This is an optimization exercise on Yosys and OpenROAD, whose aim is small area, not a production implementation.
The RTL was checked by simulation tests, not by an equivalence proof against the original design.
Power figures rest on the tool's default switching activity, not on a simulated workload.

==> 06-23 <==
// tpm_fifo_top
module tpm_fifo_top
(
	input  logic                     clock,
	input  logic                     reset_n,
	input  logic                     req_i,		 
	input  logic                     we_i,
	input  logic [16-1:0]   addr_i,	 
	input  logic [7:0]               wdata_i,
	output logic [7:0]               rdata_o,
	input  logic [6-1:0]   cmd_rd_addr_i,
	output logic [7:0]               cmd_byte_o,
	input  logic                     rsp_we_i,
	input  logic [7:0]               rsp_byte_i,
	output logic                     exec_start_o,
	input  logic                     exec_done_i,
	output logic                     pirq_n_o,
	output logic [5-1:0]  locality_o
);
==> module tpm_data_buffer, before the edit <==
module tpm_data_buffer
(
	input  logic                   clock,
	input  logic                   reset_n,
	input  logic                   clear_i,
	input  logic                   fifo_wr_i,
	input  logic                   fifo_rd_i,
	input  logic [7:0]             wdata_i,
	input  logic                   exec_i,
	output logic [7:0]             rdata_o,		 
	output logic                   cmd_complete_o,
	output logic                   rsp_empty_o,
	input  logic [6-1:0] cmd_rd_addr_i,
	output logic [7:0]             cmd_byte_o,
	input  logic                   rsp_we_i,
	input  logic [7:0]             rsp_byte_i
);
	logic [7:0] cmd_mem [64];
	logic [7:0] rsp_mem [64];
	logic [6:0] cmd_cnt;	 
	logic [6:0] rsp_top;	 
	logic cmd_take, rsp_take, size_big;
	logic [8*64-1:0] cmd_flat, rsp_flat;
	logic [64-1:0] cmd_wr_row, cmd_rd_row, rsp_rd_row;
	assign cmd_take = fifo_wr_i && !cmd_complete_o && !cmd_cnt[6];
	assign rsp_take = rsp_we_i && exec_i && (rsp_top != 7'd63);
	assign size_big       = (|cmd_mem[2]) || (|cmd_mem[3]) || (|cmd_mem[4]) || cmd_mem[5][7];
	assign cmd_complete_o = (cmd_cnt >= 6) && !size_big && (cmd_cnt >= {1'b0, cmd_mem[5][6:0]});
	always_comb
	begin
		for (int i = 0; i < 64; i++)
		begin
			cmd_flat[8 * i +: 8] = cmd_mem[i];
			rsp_flat[8 * i +: 8] = rsp_mem[i];
		end
	end
	always_comb
	begin
		for (int i = 0; i < 64; i++)
			cmd_wr_row[i] = (cmd_cnt[5:3] == 3'(i / 8)) && (cmd_cnt[2:0] == 3'(i % 8)) && cmd_take;
	end
	tpm_row_dec i_cmd_rd_dec (.idx_i(cmd_rd_addr_i), .row_o(cmd_rd_row));
	tpm_buf_read i_cmd_read (.row_i(cmd_rd_row), .mem_i(cmd_flat), .byte_o(cmd_byte_o));
	always_ff @(posedge clock)
	begin
		for (int i = 0; i < 64; i++)
			if (cmd_wr_row[i])
				cmd_mem[i] <= wdata_i;
	end
	assign rsp_empty_o = rsp_top[6];
	tpm_row_dec i_rsp_rd_dec (.idx_i(rsp_top[6-1:0]), .row_o(rsp_rd_row));
	tpm_buf_read i_rsp_read (.row_i(rsp_rd_row), .mem_i(rsp_flat), .byte_o(rdata_o));
	always_ff @(posedge clock)
	begin
		if (rsp_take)
		begin
			rsp_mem[0] <= rsp_byte_i;
			for (int i = 1; i < 64; i++)
				rsp_mem[i] <= rsp_mem[i - 1];
		end
	end
	always_ff @(posedge clock or negedge reset_n)
	begin
		if (!reset_n)
		begin
			cmd_cnt <= '0;
			rsp_top <= '1;
		end
		else if (clear_i)
		begin
			cmd_cnt <= '0;
			rsp_top <= '1;
		end
		else
		begin
			if (cmd_take)
				cmd_cnt <= cmd_cnt + 1'b1;
			if (rsp_take)
				rsp_top <= rsp_top + 1'b1;
			else if (fifo_rd_i)	 
				rsp_top <= rsp_top - 1'b1;
		end
	end
endmodule
==> module tpm_ao64, before the edit <==
module tpm_ao64
(
	input  logic [63:0] sel_i,
	input  logic [63:0] d_i,
	output logic        y_o
);
	logic [21:0] n;
	logic [5:0] p;
	for (genvar k = 0; k < 21; k++)
	begin : g_aoi
		tpm_aoi3 i_aoi3 (.s_i(sel_i[3 * k +: 3]), .d_i(d_i[3 * k +: 3]), .y_o(n[k]));
	end
	assign n[21] = !(sel_i[63] && d_i[63]);
	for (genvar k = 0; k < 5; k++)
	begin : g_nand4
		tpm_nand4 i_nand4 (.a_i(n[4 * k +: 4]), .y_o(p[k]));
	end
	assign p[5] = !(n[20] && n[21]);
	tpm_or6 i_or6 (.a_i(p), .y_o(y_o));
endmodule
export LEC_CHECK = 0
export CAP_MARGIN = 10
export CORE_MARGIN = 2
export CORE_UTILIZATION = 45
export SETUP_SLACK_MARGIN = 0.25
export SLEW_MARGIN = 10
export SYNTH_HIERARCHICAL = 1
create_clock -name core_clock -period 5.0 [get_ports {clock}]
standard.sh (not shown) runs the stock make flow with config.mk's settings and CLKGATE_MAP_FILE= SYNTH_SCRIPT=/design/flow/synth_recipe.tcl, a recipe that flattens the netlist after the stock synthesis.
==> flow/flow/run.sh <==
#!/bin/bash
# Standard ORFS layout (the standard.sh, standard synthesis unchanged) with
# layout-only settings: small port buffers, a clock tree of clkbuf_8 without
# dummy loads, no footprint-locked resizing, plain (not timing-driven) global
# placement. make's output goes to standard.log; each ORFS step keeps its own
# log under orfs/logs.
set -euo pipefail
bash standard.sh \
	"BUFFER_PORTS_ARGS=-buffer_cell sky130_fd_sc_hd__buf_1" \
	"MATCH_CELL_FOOTPRINT=0" \
	"GPL_TIMING_DRIVEN=0" \
	"CTS_ARGS=-sink_clustering_enable -repair_clock_nets -dont_use_dummy_load -buf_list sky130_fd_sc_hd__clkbuf_8 -sink_clustering_size 16 -sink_clustering_max_diameter 60" \
	finish > standard.log 2>&1
==> inputs of 05-21, as changes to 06-23 <==
--- a/flow/design.v
+++ b/flow/design.v
@@ -39,7 +39,3 @@
 	end
-	always_comb
-	begin
-		for (int i = 0; i < 64; i++)
-			cmd_wr_row[i] = (cmd_cnt[5:3] == 3'(i / 8)) && (cmd_cnt[2:0] == 3'(i % 8)) && cmd_take;
-	end
+	tpm_row_dec_en i_cmd_wr_dec (.idx_i(cmd_cnt[6-1:0]), .en_i(cmd_take), .row_o(cmd_wr_row));
 	tpm_row_dec i_cmd_rd_dec (.idx_i(cmd_rd_addr_i), .row_o(cmd_rd_row));
@@ -116,2 +112,49 @@
 endmodule
+module tpm_row_dec_en
+(
+	input  logic [6-1:0]   idx_i,
+	input  logic                     en_i,
+	output logic [64-1:0] row_o
+);
+	logic [6-1:0] idx_n;
+	logic [7:0] hi_n, lo_n;
+	logic en_n;
+	for (genvar k = 0; k < 6; k++)
+	begin : g_inv
+		tpm_inv i_inv (.a_i(idx_i[k]), .y_o(idx_n[k]));
+	end
+	tpm_inv i_inv_en (.a_i(en_i), .y_o(en_n));
+	for (genvar v = 0; v < 8; v++)
+	begin : g_pre
+		tpm_nand3 i_hi
+		(
+			.a_i({v[2] ? idx_i[5] : idx_n[5], v[1] ? idx_i[4] : idx_n[4], v[0] ? idx_i[3] : idx_n[3]}),
+			.y_o(hi_n[v])
+		);
+		tpm_nand3 i_lo
+		(
+			.a_i({v[2] ? idx_i[2] : idx_n[2], v[1] ? idx_i[1] : idx_n[1], v[0] ? idx_i[0] : idx_n[0]}),
+			.y_o(lo_n[v])
+		);
+	end
+	for (genvar r = 0; r < 64; r++)
+	begin : g_row
+		tpm_nor3 i_nor3 (.a_i({hi_n[r / 8], lo_n[r % 8], en_n}), .y_o(row_o[r]));
+	end
+endmodule
+module tpm_nor3
+(
+	input  logic [2:0] a_i,
+	output logic       y_o
+);
+	assign y_o = !(|a_i);
+endmodule
+module tpm_nand2
+(
+	input  logic a_i,
+	input  logic b_i,
+	output logic y_o
+);
+	assign y_o = !(a_i && b_i);
+endmodule
 module tpm_inv
@@ -166,3 +209,3 @@
 	end
-	assign n[21] = !(sel_i[63] && d_i[63]);
+	tpm_nand2 i_nand2_last (.a_i(sel_i[63]), .b_i(d_i[63]), .y_o(n[21]));
 	for (genvar k = 0; k < 5; k++)
@@ -171,3 +214,3 @@
 	end
-	assign p[5] = !(n[20] && n[21]);
+	tpm_nand2 i_nand2_p5 (.a_i(n[20]), .b_i(n[21]), .y_o(p[5]));
 	tpm_or6 i_or6 (.a_i(p), .y_o(y_o));
- CAP_MARGIN: 10 -> 5
- SETUP_SLACK_MARGIN: 0.25 -> 0.2
- SLEW_MARGIN: 10 -> 5
==> inputs of 03-18, as changes to 06-23 <==
- CAP_MARGIN: 10 -> 20
- SLEW_MARGIN: 10 -> 20
==> run summary <==
| item | 03-18 | 06-23 | 05-21 |
|---|---|---|---|
| Result of the run | finished clean | finished clean | finished clean |
| Setup ws final | 0.225 ns | 0.294 ns | 0.254 ns |
| Dpl ws | -0.374 ns | -0.530 ns | -0.101 ns |
| Non-clock buffering overhead in the final layout | 0.0248 | 0.0212 | 0.0176 |
| Last weighted congestion value of the routability-driven placer | 0.838 | 0.838 | 0.849 |
| Power in the clock group | 4.13 mW | 4.05 mW | 4.14 mW |
| Proportion of power drawn by the clock network | 0.289 | 0.286 | 0.290 |
| Total power | 14.3 mW | 14.2 mW | 14.3 mW |
| Multi-input gate area | 8270 µm² | 8210 µm² | 8130 µm² |
| First DRT Iteration DRCs | 4119 | 4294 | 4129 |
| Post-Synthesis Net Count | 2318 | 2318 | 2298 |
| Initial Utilization | 0.456 | 0.456 | 0.456 |
| Post-synthesis to final-layout area growth | 9.39% | 8.78% | 8.55% |
| F_max | 209 MHz | 212 MHz | 211 MHz |
| Portion of total power attributed to sequential cells | 0.689 | 0.693 | 0.688 |
| Post-synthesis area per instance | 17.9 µm² | 17.9 µm² | 18.1 µm² |
| Multi-input combinational area share | 0.187 | 0.187 | 0.185 |
| Static leakage | 13.2 nW | 13.1 nW | 12.9 nW |
| Number of diodes | 3 | 2 | 5 |
| Ratio of routed vias to standard cells | 6.63 | 6.61 | 6.56 |
| Global-route wire length before repair | 149000 µm | 148000 µm | 145000 µm |

## port drivers added, routing unchanged
In the flow no input, the clock included, has a driving cell. The finished layouts below were timed again as built, in two steps.
Step 1 sets driving cells, clkbuf_16 on the clock port and buf_2 on the other inputs (assumed; they add their load-dependent delay and slew).
Step 2 adds t to the input delays and takes it off the output delays; t is the mean of the earliest and latest rising clock arrival at the registers after step 1. Input paths then give back, and output paths get back, about the clock's delay inside the block.
a / b / c = ideal ports / drivers / drivers and shift; a / b = the first two.
run	t (ns)	slack for setup (ns)	worst setup path after step 2	clock arrival spread, ns
06-23	0.766	0.294 / 0.265 / -0.434	input to register	0.078 / 0.079
05-21	0.753	0.254 / 0.228 / -0.064	input to register	0.112 / 0.112
03-18	0.760	0.225 / 0.198 / -0.493	input to register	0.076 / 0.076
With both steps, setup timing fails in every run listed, where it was met with ideal ports. The setup slack of 06-23, which loses most, moves by -0.029 ns with the drivers and by -0.728 ns with both steps.
